This is an optimization exercise on Yosys and OpenROAD, whose aim is a short achievable clock period and few clock cycles per item, not a production implementation. In this exercise RTL edits were held to simulation tests only and were not proved equivalent to the original. Power and IR drop assume default switching activity.

==> job 6355 <==
Design sp_multicycle, start of the top module:
module sp_multicycle
#(
   parameter int DATA_W      = 32,
   parameter int MEM_AW      = 12,
   parameter int MEM_TIMEOUT = 8,
   parameter int R0_ZERO     = 0
) (
   input  logic              clk,
   input  logic              rst_n,
   input  logic              in_valid,
   input  logic [31:0]       inst,
   output logic              out_valid,
   output logic [31:0]       inst_addr,
   output logic              err,
   output logic              mem_req,
   output logic              mem_we,
   output logic [MEM_AW-1:0] mem_addr,
   output logic [DATA_W-1:0] mem_wdata,
   input  logic [DATA_W-1:0] mem_rdata,
   input  logic              mem_ack
);
export LEC_CHECK = 0
export CAP_MARGIN = 20
export CORE_MARGIN = 2
export CORE_UTILIZATION = 40
export SLEW_MARGIN = 20
create_clock -name core_clock -period 12.0 [get_ports {clk}]
standard.sh (not shown) runs the stock make flow with config.mk's settings and CLKGATE_MAP_FILE= SYNTH_SCRIPT=/design/flow/synth_recipe.tcl, a recipe that flattens the netlist after the stock synthesis.
==> flow/flow/run.sh <==
#!/bin/bash
set -euo pipefail
bash standard.sh SETUP_SLACK_MARGIN=7.2 TNS_END_PERCENT=100 \
   ABC_CLOCK_PERIOD_IN_PS=1000 ADDER_MAP_FILE= \
   "SYNTH_KEEP_MODULES=sp_sel32x32 sp_sel32x13 sp_eaunit" finish > standard.log 2>&1
==> job 1728 (differences from job 6355) <==
--- a/flow/design.v
+++ b/flow/design.v
@@ -86,48 +86,131 @@
 endmodule
 module sp_sel32x32 (
    input  logic [31:0]   sel,
    input  logic [1023:0] d,
    output logic [31:0]   y
 );
-   always_comb begin
-      y = '0;
-      for (int i = 0; i < 32; i++) y = y | ({32{sel[i]}} & d[32*i +: 32]);
+   for (genvar k = 0; k < 32; k++) begin : g_bit
+      logic [15:0] t1;    
+      logic [3:0]  t2;    
+      logic [1:0]  t3;    
+      for (genvar j = 0; j < 16; j++) begin : g_t1
+         sp_aoi22 u (.a1(sel[2*j]), .a2(d[32*(2*j) + k]),
+                     .b1(sel[2*j+1]), .b2(d[32*(2*j+1) + k]), .y(t1[j]));
+      end
+      for (genvar m = 0; m < 4; m++) begin : g_t2
+         sp_nand4 u (.a(t1[4*m]), .b(t1[4*m+1]), .c(t1[4*m+2]), .d(t1[4*m+3]),
+                     .y(t2[m]));
+      end
+      for (genvar n = 0; n < 2; n++) begin : g_t3
+         sp_nor2 u (.a(t2[2*n]), .b(t2[2*n+1]), .y(t3[n]));
+      end
+      sp_nand2 u_y (.a(t3[0]), .b(t3[1]), .y(y[k]));
    end
 endmodule
-module sp_sel32x13 (
-   input  logic [31:0]  sel,
-   input  logic [415:0] d,
-   output logic [12:0]  y
-);
-   always_comb begin
-      y = '0;
-      for (int i = 0; i < 32; i++) y = y | ({13{sel[i]}} & d[13*i +: 13]);
-   end
+module sp_aoi22 (
+   input  logic a1, a2, b1, b2,
+   output logic y
+);
+   assign y = ~((a1 & a2) | (b1 & b2));
+endmodule
+module sp_nand4 (
+   input  logic a, b, c, d,
+   output logic y
+);
+   assign y = ~(a & b & c & d);
+endmodule
+module sp_nor2 (
+   input  logic a, b,
+   output logic y
+);
+   assign y = ~(a | b);
+endmodule
+module sp_nand2 (
+   input  logic a, b,
+   output logic y
+);
+   assign y = ~(a & b);
 endmodule
 module sp_eaunit (
    input  logic [31:0] r,
    input  logic [15:0] imm,
    output logic [11:0] sum,
    output logic        ok
 );
    logic       c12;
    logic       h_small;
    logic [4:0] nh5, nh5m, s5;
-   sp_add #(.W(12)) u_lo (
+   logic       m0, m1;
+   sp_add12 u_lo (
       .a    (r[11:0]),
       .b    (imm[11:0]),
-      .cin  (1'b0),
       .s    (sum),
       .cout (c12)
    );
    assign h_small = (r[31:16] == '0) || (r[31:16] == '1);
    assign nh5     = -r[16:12];
    assign nh5m    = nh5 - 5'd1;
    assign s5      = {imm[15], imm[15:12]};
-   assign ok      = h_small && (c12 ? (s5 == nh5m) : (s5 == nh5));
+   assign m0      = (s5 == nh5);
+   assign m1      = (s5 == nh5m);
+   sp_mxa u_ok (.h(h_small), .s(c12), .a(m1), .b(m0), .y(ok));
+endmodule
+module sp_add12 (
+   input  logic [11:0] a,
+   input  logic [11:0] b,
+   output logic [11:0] s,
+   output logic        cout
+);
+   logic [11:0] g [0:4];
+   logic [11:0] p [0:4];
+   for (genvar i = 0; i < 12; i++) begin : g_l0
+      sp_and2 u_g (.a(a[i]), .b(b[i]), .y(g[0][i]));
+      sp_xor2 u_p (.a(a[i]), .b(b[i]), .y(p[0][i]));
+   end
+   for (genvar l = 1; l <= 4; l++) begin : g_lv
+      for (genvar i = 0; i < 12; i++) begin : g_b
+         if (i >= (1 << (l - 1))) begin : g_op
+            sp_ao21 u_g (.a(g[l-1][i]), .b(p[l-1][i]), .c(g[l-1][i - (1 << (l - 1))]),
+                         .y(g[l][i]));
+            sp_and2 u_p (.a(p[l-1][i]), .b(p[l-1][i - (1 << (l - 1))]), .y(p[l][i]));
+         end else begin : g_pass
+            assign g[l][i] = g[l-1][i];
+            assign p[l][i] = p[l-1][i];
+         end
+      end
+   end
+   assign s[0] = p[0][0];
+   for (genvar i = 1; i < 12; i++) begin : g_s
+      sp_xor2 u_s (.a(p[0][i]), .b(g[4][i-1]), .y(s[i]));
+   end
+   assign cout = g[4][11];
+endmodule
+module sp_ao21 (
+   input  logic a, b, c,
+   output logic y
+);
+   assign y = a | (b & c);
+endmodule
+module sp_and2 (
+   input  logic a, b,
+   output logic y
+);
+   assign y = a & b;
+endmodule
+module sp_xor2 (
+   input  logic a, b,
+   output logic y
+);
+   assign y = a ^ b;
+endmodule
+module sp_mxa (
+   input  logic h, s, a, b,
+   output logic y
+);
+   assign y = h & (s ? a : b);
 endmodule
 module sp_multicycle
 #(
    parameter int DATA_W      = 32,
    parameter int MEM_AW      = 12,
    parameter int MEM_TIMEOUT = 8,
@@ -200,24 +283,20 @@
    assign sel_rt = 32'd1 << inst[20:16];
    for (genvar i = 0; i < 32; i++) begin : g_flat
       assign r_flat[32*i +: 32] = r[i];
    end
    sp_sel32x32 u_rd_a (.sel(sel_rs), .d(r_flat), .y(rd_a));
    sp_sel32x32 u_rd_b (.sel(sel_rt), .d(r_flat), .y(rd_b));
-   logic [415:0]      ea_flat;
    logic [MEM_AW-1:0] maddr;
    logic              ea_ok;
-   for (genvar i = 0; i < 32; i++) begin : g_ea
-      sp_eaunit u_ea (
-         .r   (r[i]),
-         .imm (imm),
-         .sum (ea_flat[13*i +: 12]),
-         .ok  (ea_flat[13*i + 12])
-      );
-   end
-   sp_sel32x13 u_ea_sel (.sel(sel_rs), .d(ea_flat), .y({ea_ok, maddr}));
+   sp_eaunit u_ea (
+      .r   (rd_a),
+      .imm (imm),
+      .sum (maddr),
+      .ok  (ea_ok)
+   );
    logic        eq;
    logic        taken;
    logic [31:0] br_target;
    logic [31:0] tgt;
    logic [31:0] bop;
    logic [4:0]  wr_idx;
@@ -251,16 +330,18 @@
    );
    assign req       = (first_q && memop_q && eaok_q) || req_q;
    assign mem_req   = req;
    assign mem_we    = store_q;
    assign mem_addr  = maddr_q;
    assign mem_wdata = wd_q;
-   assign out_valid = ov_q || (req && mem_ack);
+   logic retire;
+   sp_ao21 u_ov (.a(ov_q), .b(req), .c(mem_ack), .y(out_valid));
+   assign retire = ov_q || (req && mem_ack);
    assign inst_addr = (taken_q && first_q) ? tgt_q : pc4_q;
    assign wr_data = load_q ? mem_rdata : alu_res;
-   assign wr_go   = out_valid && wr_en_q && !err;
+   assign wr_go   = retire && wr_en_q && !err;
    always_ff @(posedge clk or negedge rst_n) begin
       if (!rst_n) begin
          busy_q  <= 1'b0;
          first_q <= 1'b0;
          req_q   <= 1'b0;
          cnt_q   <= '0;
@@ -332,13 +413,13 @@
       end
    end
    always_ff @(posedge clk or negedge rst_n) begin
       if (!rst_n) begin
          pc4_q   <= 32'd4;
          pc_hi_q <= '0;
-      end else if (out_valid) begin
+      end else if (retire) begin
          pc4_q   <= inst_addr + 32'd4;
          pc_hi_q <= inst_addr[31:28];
       end
    end
    always_ff @(posedge clk or negedge rst_n) begin
       if (!rst_n) begin
==> flow/flow/run.sh (replaced) <==
#!/bin/bash
set -euo pipefail
bash standard.sh SETUP_SLACK_MARGIN=7.2 TNS_END_PERCENT=100 \
   ABC_CLOCK_PERIOD_IN_PS=1000 ADDER_MAP_FILE= \
   "SYNTH_KEEP_MODULES=sp_eaunit sp_aoi22 sp_nand4 sp_nor2 sp_nand2 sp_ao21 sp_and2 sp_xor2 sp_mxa" \
   PRE_IO_PLACEMENT_TCL="$PWD/flow/io.tcl" finish > standard.log 2>&1
==> flow/flow/io.tcl (new file) <==
# Keep the memory acknowledge input next to the out_valid output: a load or
# store retires in its ack cycle, through one gate from mem_ack to out_valid.
set_io_pin_constraint -group -order -pin_names {mem_ack out_valid}
==> qor summary <==
Status: job 1728 timing/DRC/antenna clean; job 6355 timing/DRC/antenna clean
Global-route total usage across every layer: job 1728 0.3153; job 6355 0.4169
Clock Network Area Fraction: job 1728 0.05813; job 6355 0.05000
Fraction of the mapped netlist area in compound gates: job 1728 0.2960; job 6355 0.2664
Routed met1 length: job 1728 121.5 mm; job 6355 197.2 mm
Total combinational power: job 1728 6.66 mW; job 6355 12.9 mW
Ant diodes: job 1728 9; job 6355 22
Vias in the first global route: job 1728 58010; job 6355 91440
Number of DRC markers after the initial detailed-route iteration: job 1728 7671; job 6355 16210
Crit path launch: job 1728 mem_ack; job 6355 inst[0]
Grt met3 use: job 1728 0.07475; job 6355 0.1429
Slowest cell on crit path: job 1728 sky130_fd_sc_hd__a21o_1; job 6355 sky130_fd_sc_hd__or4_1
First-pass GRT wire length: job 1728 418.7 mm; job 6355 713.5 mm
Power Total: job 1728 19.67 mW; job 6355 28.59 mW
# Post-CTS Setup Buffers: job 1728 82; job 6355 146
Testbench counts of job 6355, summed over its fixed seeds: cycles 26,834, instrs 12,000.
Testbench counts of job 1728, summed over its fixed seeds: cycles 26,834, instrs 12,000.

==> separate check: timing with driven ports <==
The flow's constraints put no driver on any port. The routed layouts listed below were extracted and timed again, unchanged, in two steps. Step 1 assumes that a clkbuf_16 drives the clock port and a buf_2 every other input. Step 2 times the ports against the registers' clock, not the clock port: input delays grow and output delays shrink by t, the midpoint of the rising clock arrivals with the driver on. Slacks: ideal / step 1 / step 2; pairs: ideal / step 1.
run | t (ns) | setup WS [ns] | clock arrival spread, ns
job 6355 | 0.966 | 6.599 / 6.360 / 5.395 | 0.073 / 0.073
job 1728 | 0.872 | 6.830 / 6.766 / 5.951 | 0.043 / 0.044
After both steps every run listed still meets setup and hold. The setup slack of job 6355, which loses most, moves by -0.239 ns with the drivers and by -1.204 ns with both steps.
